Source: an optimization exercise on an open RTL-to-GDS flow (aim: small area, a short achievable clock period and few clock cycles). Production flows keep margins and buffers that such runs may drop.
Only simulation tests tie the RTL to the original design; equivalence was not proved.
Power and IR drop assume default switching activity.

==> flow/design.v <==
package dcache_pkg;
    localparam int ADDR_W     = 16;
    localparam int WORD_W     = 32;
    localparam int STRB_W     = WORD_W / 8;
    localparam int LINE_WORDS = 4;
    localparam int LINE_W     = LINE_WORDS * WORD_W;
    localparam int LINES      = 16;
    localparam int OFFSET_W = $clog2(LINE_W / 8);
    localparam int INDEX_W  = $clog2(LINES);
    localparam int TAG_W    = ADDR_W - INDEX_W - OFFSET_W;
    localparam int LADDR_W  = TAG_W + INDEX_W;
    localparam int WSEL_W   = $clog2(LINE_WORDS);   
    typedef enum logic [1:0] {
        IDLE,
        WRITEBACK,
        REFILL,
        FILL
    } miss_state_t;
endpackage
`timescale 1ns/1ps
module line_ram #(
    parameter int WIDTH = 8
) (
    input  logic                           CLK,
    input  logic                           wren,
    input  logic [dcache_pkg::INDEX_W-1:0] waddr,
    input  logic [WIDTH-1:0]               wdata,
    input  logic [dcache_pkg::INDEX_W-1:0] raddr,
    output logic [WIDTH-1:0]               rdata
);
    logic [WIDTH-1:0] mem [dcache_pkg::LINES];
    always_ff @(posedge CLK) begin
        if (wren) begin
            mem[waddr] <= wdata;
        end
        rdata <= mem[raddr];   
    end
endmodule
`timescale 1ns/1ps
module state_bits (
    input  logic                           CLK,
    input  logic                           RST,
    input  logic                           wren,
    input  logic [dcache_pkg::INDEX_W-1:0] waddr,
    input  logic                           wbit,
    input  logic [dcache_pkg::INDEX_W-1:0] raddr,
    output logic                           rbit
);
    logic [dcache_pkg::LINES-1:0] bits;
    always_ff @(posedge CLK) begin
        if (RST) begin
            bits <= '0;
        end else if (wren) begin
            bits[waddr] <= wbit;
        end
    end
    always_ff @(posedge CLK) begin
        if (RST) begin
            rbit <= 1'b0;
        end else begin
            rbit <= bits[raddr];
        end
    end
endmodule
`timescale 1ns/1ps
module dcache_lookup (
    input  logic                           CLK,
    input  logic                           RST,
    input  logic                           req_valid,
    output logic                           req_ready,
    input  logic                           req_write,
    input  logic [dcache_pkg::ADDR_W-1:0]  req_addr,
    input  logic [dcache_pkg::WORD_W-1:0]  req_wdata,
    input  logic [dcache_pkg::STRB_W-1:0]  req_wstrb,
    output logic                           rsp_valid,
    output logic [dcache_pkg::WORD_W-1:0]  rsp_rdata,
    output logic [dcache_pkg::INDEX_W-1:0] rd_index,
    input  logic [dcache_pkg::LINE_W-1:0]  data_rd,
    input  logic [dcache_pkg::TAG_W-1:0]   tag_rd,
    input  logic                           valid_rd,
    input  logic                           dirty_rd,
    output logic                           st_wren,
    output logic [dcache_pkg::INDEX_W-1:0] st_index,
    output logic [dcache_pkg::LINE_W-1:0]  st_line,
    output logic                           miss,
    output logic [dcache_pkg::TAG_W-1:0]   miss_tag,
    output logic [dcache_pkg::INDEX_W-1:0] miss_index,
    output logic [dcache_pkg::TAG_W-1:0]   victim_tag,
    output logic                           victim_dirty,   
    output logic [dcache_pkg::LINE_W-1:0]  victim_line,
    input  logic                           fill_done,
    input  logic [dcache_pkg::LINE_W-1:0]  fill_line
);
    logic                          s1_valid;
    logic                          s1_write;
    logic [dcache_pkg::ADDR_W-1:0] s1_addr;
    logic [dcache_pkg::WORD_W-1:0] s1_wdata;
    logic [dcache_pkg::STRB_W-1:0] s1_wstrb;
    logic                          s2_valid;
    logic                          s2_new;
    logic                          s2_write;
    logic [dcache_pkg::ADDR_W-1:0] s2_addr;
    logic [dcache_pkg::WORD_W-1:0] s2_wdata;
    logic [dcache_pkg::STRB_W-1:0] s2_wstrb;
    logic [dcache_pkg::WSEL_W-1:0] s2_word;
    logic                          miss_q;
    logic                          fill_q;
    logic                          fwd_q;
    logic [dcache_pkg::LINE_W-1:0] fwd_line;
    logic [dcache_pkg::LINE_W-1:0] line_s2;
    logic [dcache_pkg::LINE_W-1:0] merged;
    logic                          hit_now;
    logic                          advance;
    assign s2_word   = s2_addr[dcache_pkg::OFFSET_W-1 -: dcache_pkg::WSEL_W];
    assign line_s2   = fill_q ? fill_line : (fwd_q ? fwd_line : data_rd);
    assign hit_now   = valid_rd && (tag_rd == s2_addr[dcache_pkg::ADDR_W-1 -: dcache_pkg::TAG_W]);
    assign miss  = s2_valid && ((s2_new && !hit_now) || miss_q);
    assign advance   = !miss;
    assign req_ready = advance;
    assign rsp_valid = s2_valid && ((s2_new && hit_now) || fill_q);
    assign rsp_rdata = line_s2[s2_word*dcache_pkg::WORD_W +: dcache_pkg::WORD_W];
    assign rd_index = s1_addr[dcache_pkg::OFFSET_W +: dcache_pkg::INDEX_W];
    assign st_wren  = rsp_valid && s2_write;
    assign st_index = s2_addr[dcache_pkg::OFFSET_W +: dcache_pkg::INDEX_W];
    assign st_line  = merged;
    assign miss_tag     = s2_addr[dcache_pkg::ADDR_W-1 -: dcache_pkg::TAG_W];
    assign miss_index   = st_index;
    assign victim_tag   = tag_rd;
    assign victim_dirty = valid_rd && (fwd_q || dirty_rd);   
    assign victim_line  = line_s2;
    always_comb begin
        merged = line_s2;
        for (int b = 0; b < dcache_pkg::STRB_W; b++) begin
            if (s2_wstrb[b]) begin
                merged[s2_word*dcache_pkg::WORD_W + b*8 +: 8] = s2_wdata[b*8 +: 8];
            end
        end
    end
    always_ff @(posedge CLK) begin
        if (RST) begin
            s1_valid <= 1'b0;
            s2_valid <= 1'b0;
            s2_new   <= 1'b0;
            miss_q   <= 1'b0;
            fill_q   <= 1'b0;
            fwd_q    <= 1'b0;
        end else begin
            fill_q <= fill_done;
            fwd_q  <= st_wren && (st_index == rd_index);   
            s2_new <= advance;
            if (advance) begin
                s1_valid <= req_valid;
                s2_valid <= s1_valid;
            end
            if (fill_done) begin
                miss_q <= 1'b0;
            end else if (s2_valid && s2_new && !hit_now) begin
                miss_q <= 1'b1;
            end
        end
    end
    always_ff @(posedge CLK) begin
        if (advance) begin
            s1_write <= req_write;
            s1_addr  <= req_addr;
            s1_wdata <= req_wdata;
            s1_wstrb <= req_wstrb;
            s2_write <= s1_write;
            s2_addr  <= s1_addr;
            s2_wdata <= s1_wdata;
            s2_wstrb <= s1_wstrb;
        end
        fwd_line <= merged;
    end
endmodule
`timescale 1ns/1ps
module dcache_miss_ctrl (
    input  logic                           CLK,
    input  logic                           RST,
    input  logic                           miss,
    input  logic [dcache_pkg::TAG_W-1:0]   miss_tag,
    input  logic [dcache_pkg::INDEX_W-1:0] miss_index,
    input  logic [dcache_pkg::TAG_W-1:0]   victim_tag,
    input  logic                           victim_dirty,   
    input  logic [dcache_pkg::LINE_W-1:0]  victim_line,
    output logic                           fill_done,
    output logic [dcache_pkg::LINE_W-1:0]  fill_line,
    output logic                           l2_req_valid,
    output logic [dcache_pkg::LADDR_W-1:0] l2_req_addr,
    input  logic                           l2_rsp_valid,
    input  logic [dcache_pkg::LINE_W-1:0]  l2_rsp_line,
    output logic                           l2_wb_valid,
    output logic [dcache_pkg::LADDR_W-1:0] l2_wb_addr,
    output logic [dcache_pkg::LINE_W-1:0]  l2_wb_line,
    input  logic                           l2_wb_done,
    output logic                           fill_wren,
    output logic [dcache_pkg::INDEX_W-1:0] fill_index,
    output logic [dcache_pkg::TAG_W-1:0]   fill_tag
);
    dcache_pkg::miss_state_t       state;
    logic [dcache_pkg::LINE_W-1:0] fill_line_q;
    always_ff @(posedge CLK) begin
        if (RST) begin
            state <= dcache_pkg::IDLE;
        end else begin
            case (state)
                dcache_pkg::IDLE: begin
                    if (miss) begin
                        state <= victim_dirty ? dcache_pkg::WRITEBACK : dcache_pkg::REFILL;
                    end
                end
                dcache_pkg::WRITEBACK: begin
                    if (l2_wb_done) begin
                        state <= dcache_pkg::REFILL;
                    end
                end
                dcache_pkg::REFILL: begin
                    if (l2_rsp_valid) begin
                        state <= dcache_pkg::FILL;
                    end
                end
                default: state <= dcache_pkg::IDLE;   
            endcase
        end
    end
    always_ff @(posedge CLK) begin
        if (state == dcache_pkg::IDLE && miss) begin
            l2_wb_addr <= {victim_tag, miss_index};
            l2_wb_line <= victim_line;
        end
        if (state == dcache_pkg::REFILL && l2_rsp_valid) begin
            fill_line_q <= l2_rsp_line;
        end
    end
    assign l2_wb_valid   = (state == dcache_pkg::WRITEBACK);
    assign l2_req_valid  = (state == dcache_pkg::REFILL);
    assign l2_req_addr   = {miss_tag, miss_index};   
    assign fill_wren     = (state == dcache_pkg::FILL);
    assign fill_index    = miss_index;
    assign fill_tag      = miss_tag;
    assign fill_done = fill_wren;
    assign fill_line = fill_line_q;   
endmodule
`timescale 1ns/1ps
module dcache_top (
    input  logic                           CLK,
    input  logic                           RST,
    input  logic                           req_valid,
    output logic                           req_ready,
    input  logic                           req_write,
    input  logic [dcache_pkg::ADDR_W-1:0]  req_addr,
    input  logic [dcache_pkg::WORD_W-1:0]  req_wdata,
    input  logic [dcache_pkg::STRB_W-1:0]  req_wstrb,
    output logic                           rsp_valid,
    output logic [dcache_pkg::WORD_W-1:0]  rsp_rdata,
    output logic                           l2_req_valid,
    output logic [dcache_pkg::LADDR_W-1:0] l2_req_addr,
    input  logic                           l2_rsp_valid,
    input  logic [dcache_pkg::LINE_W-1:0]  l2_rsp_line,
    output logic                           l2_wb_valid,
    output logic [dcache_pkg::LADDR_W-1:0] l2_wb_addr,
    output logic [dcache_pkg::LINE_W-1:0]  l2_wb_line,
    input  logic                           l2_wb_done
);
    logic [dcache_pkg::INDEX_W-1:0] rd_index;
    logic [dcache_pkg::LINE_W-1:0]  data_rd;
    logic [dcache_pkg::TAG_W-1:0]   tag_rd;
    logic                           valid_rd;
    logic                           dirty_rd;
    logic                           st_wren;
    logic [dcache_pkg::INDEX_W-1:0] st_index;
    logic [dcache_pkg::LINE_W-1:0]  st_line;
    logic                           fill_wren;
    logic [dcache_pkg::INDEX_W-1:0] fill_index;
    logic [dcache_pkg::TAG_W-1:0]   fill_tag;
    logic                           data_wren;
    logic [dcache_pkg::INDEX_W-1:0] data_waddr;
    logic [dcache_pkg::LINE_W-1:0]  data_wdata;
    logic                           miss;
    logic [dcache_pkg::TAG_W-1:0]   miss_tag;
    logic [dcache_pkg::INDEX_W-1:0] miss_index;
    logic [dcache_pkg::TAG_W-1:0]   victim_tag;
    logic                           victim_dirty;
    logic [dcache_pkg::LINE_W-1:0]  victim_line;
    logic                           fill_done;
    logic [dcache_pkg::LINE_W-1:0]  fill_line;
    assign data_wren  = fill_wren | st_wren;
    assign data_waddr = st_index;   
    assign data_wdata = fill_wren ? fill_line : st_line;
    dcache_lookup u_lookup (
        .CLK(CLK), .RST(RST),
        .req_valid(req_valid), .req_ready(req_ready), .req_write(req_write),
        .req_addr(req_addr), .req_wdata(req_wdata), .req_wstrb(req_wstrb),
        .rsp_valid(rsp_valid), .rsp_rdata(rsp_rdata),
        .rd_index(rd_index), .data_rd(data_rd), .tag_rd(tag_rd),
        .valid_rd(valid_rd), .dirty_rd(dirty_rd),
        .st_wren(st_wren), .st_index(st_index), .st_line(st_line),
        .miss(miss), .miss_tag(miss_tag), .miss_index(miss_index),
        .victim_tag(victim_tag), .victim_dirty(victim_dirty), .victim_line(victim_line),
        .fill_done(fill_done), .fill_line(fill_line)
    );
    dcache_miss_ctrl u_miss_ctrl (
        .CLK(CLK), .RST(RST),
        .miss(miss), .miss_tag(miss_tag), .miss_index(miss_index),
        .victim_tag(victim_tag), .victim_dirty(victim_dirty), .victim_line(victim_line),
        .fill_done(fill_done), .fill_line(fill_line),
        .l2_req_valid(l2_req_valid), .l2_req_addr(l2_req_addr),
        .l2_rsp_valid(l2_rsp_valid), .l2_rsp_line(l2_rsp_line),
        .l2_wb_valid(l2_wb_valid), .l2_wb_addr(l2_wb_addr),
        .l2_wb_line(l2_wb_line), .l2_wb_done(l2_wb_done),
        .fill_wren(fill_wren), .fill_index(fill_index), .fill_tag(fill_tag)
    );
    line_ram #(.WIDTH(dcache_pkg::LINE_W)) u_data_ram (
        .CLK(CLK), .wren(data_wren), .waddr(data_waddr), .wdata(data_wdata),
        .raddr(rd_index), .rdata(data_rd)
    );
    line_ram #(.WIDTH(dcache_pkg::TAG_W)) u_tag_ram (
        .CLK(CLK), .wren(fill_wren), .waddr(fill_index), .wdata(fill_tag),
        .raddr(rd_index), .rdata(tag_rd)
    );
    state_bits u_valid_bits (
        .CLK(CLK), .RST(RST), .wren(fill_wren), .waddr(fill_index), .wbit(1'b1),
        .raddr(rd_index), .rbit(valid_rd)
    );
    state_bits u_dirty_bits (
        .CLK(CLK), .RST(RST), .wren(data_wren), .waddr(data_waddr), .wbit(~fill_wren),
        .raddr(rd_index), .rbit(dirty_rd)
    );
endmodule
==> flow/run.sh <==
#!/bin/bash
# synth_recipe.tcl (not shown) runs the flow's synth.tcl, then flattens the netlist and writes it again
# the make line also repeats each setting of config.mk as NAME=value (left out here)
make -C /OpenROAD-flow-scripts/flow DESIGN_CONFIG=/design/flow/config.mk WORK_HOME=/design/flow/orfs CLKGATE_MAP_FILE= SYNTH_SCRIPT=/design/flow/synth_recipe.tcl finish
==> flow/config.mk <==
export PLATFORM = sky130hd
export DESIGN_NAME = dcache_top
export DESIGN_NICKNAME = dcache_top
export VERILOG_FILES = /design/flow/design.v
export SDC_FILE = /design/flow/constraint.sdc
export NUM_CORES = 4
export LEC_CHECK = 0
export CAP_MARGIN = 20
export CORE_MARGIN = 2
export CORE_UTILIZATION = 40
export SLEW_MARGIN = 20
==> flow/constraint.sdc <==
create_clock -name core_clock -period 6.5 [get_ports {CLK}]
set_input_delay 1.3000 -clock core_clock [delete_from_list [all_inputs] [get_ports {CLK}]]
set_output_delay 1.3000 -clock core_clock [all_outputs]
set_load 0.01 [all_outputs]
==> run notes <==
-- per-stage QoR --
stage                     util, %  hold WS [ns]  setup WS, ns  instances  total power [mW]
final                        47.1         0.403          1.01       9134              41.7
after global routing         47.1         0.405         0.946       9127              42.9
after CTS                    47.1         0.400         0.945       9120              42.0
after detailed placement     43.4         0.405          1.88       8586              25.2
after global placement       43.4         0.405          1.76       8586              25.1
after floorplan                 -         0.400         0.575       4835              23.6
-- state kept, by name, summed over array words and instances, names as in the netlist, 2 cells and up --
register	cells
u_data_ram.mem	2048
u_data_ram.rdata	128
u_lookup.fwd_line	128
u_miss_ctrl.fill_line_q	128
u_miss_ctrl.l2_wb_line	128
u_tag_ram.mem	128
u_lookup.s1_wdata	32
u_lookup.s2_wdata	32
u_dirty_bits.bits	16
u_valid_bits.bits	16
u_lookup.s1_addr	14
u_lookup.s2_addr	14
u_miss_ctrl.l2_wb_addr	12
u_tag_ram.rdata	8
u_lookup.s1_wstrb	4
u_lookup.s2_wstrb	4
u_miss_ctrl.state	2
-- cell type report --
cell class	instances	area [µm²]
Tap cell	3533	4420
Multi-Input combinational cell	1685	23000
Antenna cell	14	35.0
Sequential cell	2852	82600
Clock inverter	127	1280
Timing Repair Buffer	490	5220
Fill cell	21600	141000
Inverter	26	104
Clock buffer	407	8340
-- power groups by stage --
stage                     logic [mW]  registers [mW]  clock network [mW]
after floorplan                 2.01            21.6                   0
final                           3.35            21.5                16.8
after detailed placement        3.37            21.9                   0
after global placement          3.27            21.9                   0
after CTS                       3.38            21.5                17.1
after global routing            3.57            21.5                17.8
-- logic make-up after synthesis --
family | count (synthesis) | share of synthesized area [%]
AND/OR/NAND/NOR | 299 | 1.28
flip-flops | 2852 | 77.2
buffers and inverters | 298 | 1.31
multiplexers | 979 | 17.5
XOR/XNOR | 12 | 0.0983
adder cells (fa/ha/maj) | 13 | 0.152
AO/OA/AOI/OAI | 382 | 2.46
-- cells in the final DEF (no fill, tap or decap), types with 12 or more instances in the layout --
master	synthesis	final
clkinv_2	0	55
mux4_2	695	695
clkbuf_8	0	28
a22o_1	128	128
clkbuf_1	132	72
and3_4	0	15
o21ai_0	130	125
nor2b_1	33	33
clkbuf_16	0	307
inv_1	25	23
mux2i_1	156	156
buf_4	14	70
clkdlybuf4s50_1	0	371
nand2_1	159	159
dfxtp_1	306	304
ha_1	13	12
nor2_1	42	42
buf_12	0	49
a211oi_1	41	41
diode_2	0	14
a31oi_1	16	16
clkinv_1	0	27
o32ai_1	12	12
mux2_2	128	128
and3_1	31	16
edfxtp_1	2546	2546
a21oi_1	37	36
bufinv_16	0	23
-- path summary, 6_finish.rpt --
path | startpoint | endpoint | slack (ns) | depth (start not counted)
worst max-delay path | u_lookup.fwd_q | rsp_rdata[26] | 1.01 | 5
worst min-delay path | u_lookup.s1_addr[3] | u_lookup.s2_addr[3] | 0.40 | 0
worst max register to register | u_lookup.s2_addr[15] | u_data_ram.mem[4][31] | 2.06 | 6
worst min register to register | u_lookup.s1_addr[3] | u_lookup.s2_addr[3] | 0.40 | 0
-- worst max-delay path, delay by kind of cell (launching register included) --
kind	cells	cell delay, ns
AOI/OAI and AO/OA	1	0.57
muxes	2	0.52
buffers and inverters	2	1.22
DFF	1	0.93
-- layer usage --
metal  routed length (µm)  share of wire, %  up-vias
met5                    0                 0        -
met4                13200               4.5        0
met3                15300               5.2      364
met2               147000                50     1883
met1               117000                40    28500
li1                     -                 -    21300
==> out/results.tsv <==
metric	value	unit
Post-synth ARST share	0	%
DR DRC count	0	
Leak Pwr	39.2	nW
vias in the first global route	52300	
kind of critical path	flop to primary output	
Worst Setup End Kind	primary output	
period utilization	84.5	%
Final nets	5549	
combinational power share	8.0	%
Min-Delay Path Class	flop to flop	
Sw Pwr	9.33	mW
core area	266000	µm²
first-pass GRT wire length	406000	µm
CTS Hold Buffers Added	0	
setup violators final	0	
CTS root buffer	clkbuf_16	
met3 usage	2.54	%
register area share after synthesis	77.2	%
GP Congestion	0.821	
Core Rows	189	
post-DP HPWL	172000	µm
Fin. Hold Viols	0	
Fmax achieved	0.182	GHz
Detail Route Antenna Nets	0	
synthesized net count	5034	
met2 GRT Util	35.5	%
CP Cell Sequence	buf_4 -> mux2i_1 -> o21ai_0 -> mux4_2 -> clkdlybuf4s50_1	
worst path required time	5.20	ns
nature of the critical path startpoint	flop	
Seq cells post-synth	2852	
die span in x	521	µm
peak supply drop	0.205	mV
Commonest cells post-synth	2,546 x edfxtp_1, 695 x mux4_2, 306 x dfxtp_1	
Int Pwr	32.3	mW
synthesized area per cell	22.1	µm²
Post-synth EDFFs	2546	
sequential share of power	51.6	%
Synth area leaders	edfxtp_1 72%, mux4_2 15%, dfxtp_1 5.7%	
Worst-Skew Late Latency	0.85	ns
DR WL/cell	32.0	µm
area grow syn2layout	16.9	%
setup TNS	0	ns
slowest cell on the critical path	dfxtp_4	
Worst-path clk slew	0.06	ns
clock sinks	2852	
status	complete, no violations	
Starting Density	40.3	%
Clk pwr share	40.4	%
I/O pin cnt	374	
vias after detailed routing	52000	
clock skew	0.0369	ns
total track usage	21.2	%
largest net degree at the start of global routing	147	
H-tree lvl count	5	
Die ar.	271000	µm²
PD cells	333	nW/µm²
CTS tree	done	
crit-path max cell delay	0.93	ns
Slew @ Worst Pin	1.28	ns
GRT busiest layer	met2	
antenna violations before repair	12	
Primary FF master, synth	edfxtp_1	
most common cell in the netlist	edfxtp_1	
synth unique cells	51	
fin area	125000	µm²
port bufs	371	
Clock Tree Buf Depth	4	
RSZ-0062 raised after global routing	no	
Crit Path Max Fanout	36	
Slew Limit Headroom	14.5	%
routed wire length	292000	µm
Final Max Slew Viols	0	
post-CTS sizing	0	
Worst Path Arrival	4.19	ns
Yosys Warn Count	5	
Post-DP Area	115000	µm²
MaxCap Viol Count	0	
Cells after Synth	4835	
top-area cell type share of the netlist area	71.5	%
share of cells above drive strength 1	25.2	%
Sw Share	22.4	%
Final min period	5.49	ns
drt first pass iters	5	
chip height	521	µm
vias per inst	5.69	
synthesized area	107000	µm²
GR Layer Usage met1	28.0	%
DR iter-0 viols	5375	
CTS buffer count	295	
Synth area leader	edfxtp_1	
gr ovfl total	0	
Post-CTS Setup Bufs	0	
Testbench counts, summed over its fixed seeds: cycles 35,745.

[what the ideal ports hide]
The flow's constraints put no driver on any port. The routed layout listed below was extracted and timed again, unchanged, in two steps. Step 1, drivers: a clkbuf_16 drives CLK and a buf_2 each remaining input, both assumed. Step 2 also shifts input and output timing later by t, the mid clock arrival at the registers, as if the neighbouring blocks saw the same clock. a / b / c = no drivers / after step 1 / after step 2; a / b = the first two.
t (ns): 0.916
setup WS [ns]: 1.008 / 0.923 / 1.839
worst hold slack (ns): 0.403 / 0.403 / 0.403
cell pins on the clock port's net: 1
After both steps this run still meets setup and hold. The setup slack of this run moves by -0.085 ns with the drivers and by +0.831 ns with both steps.
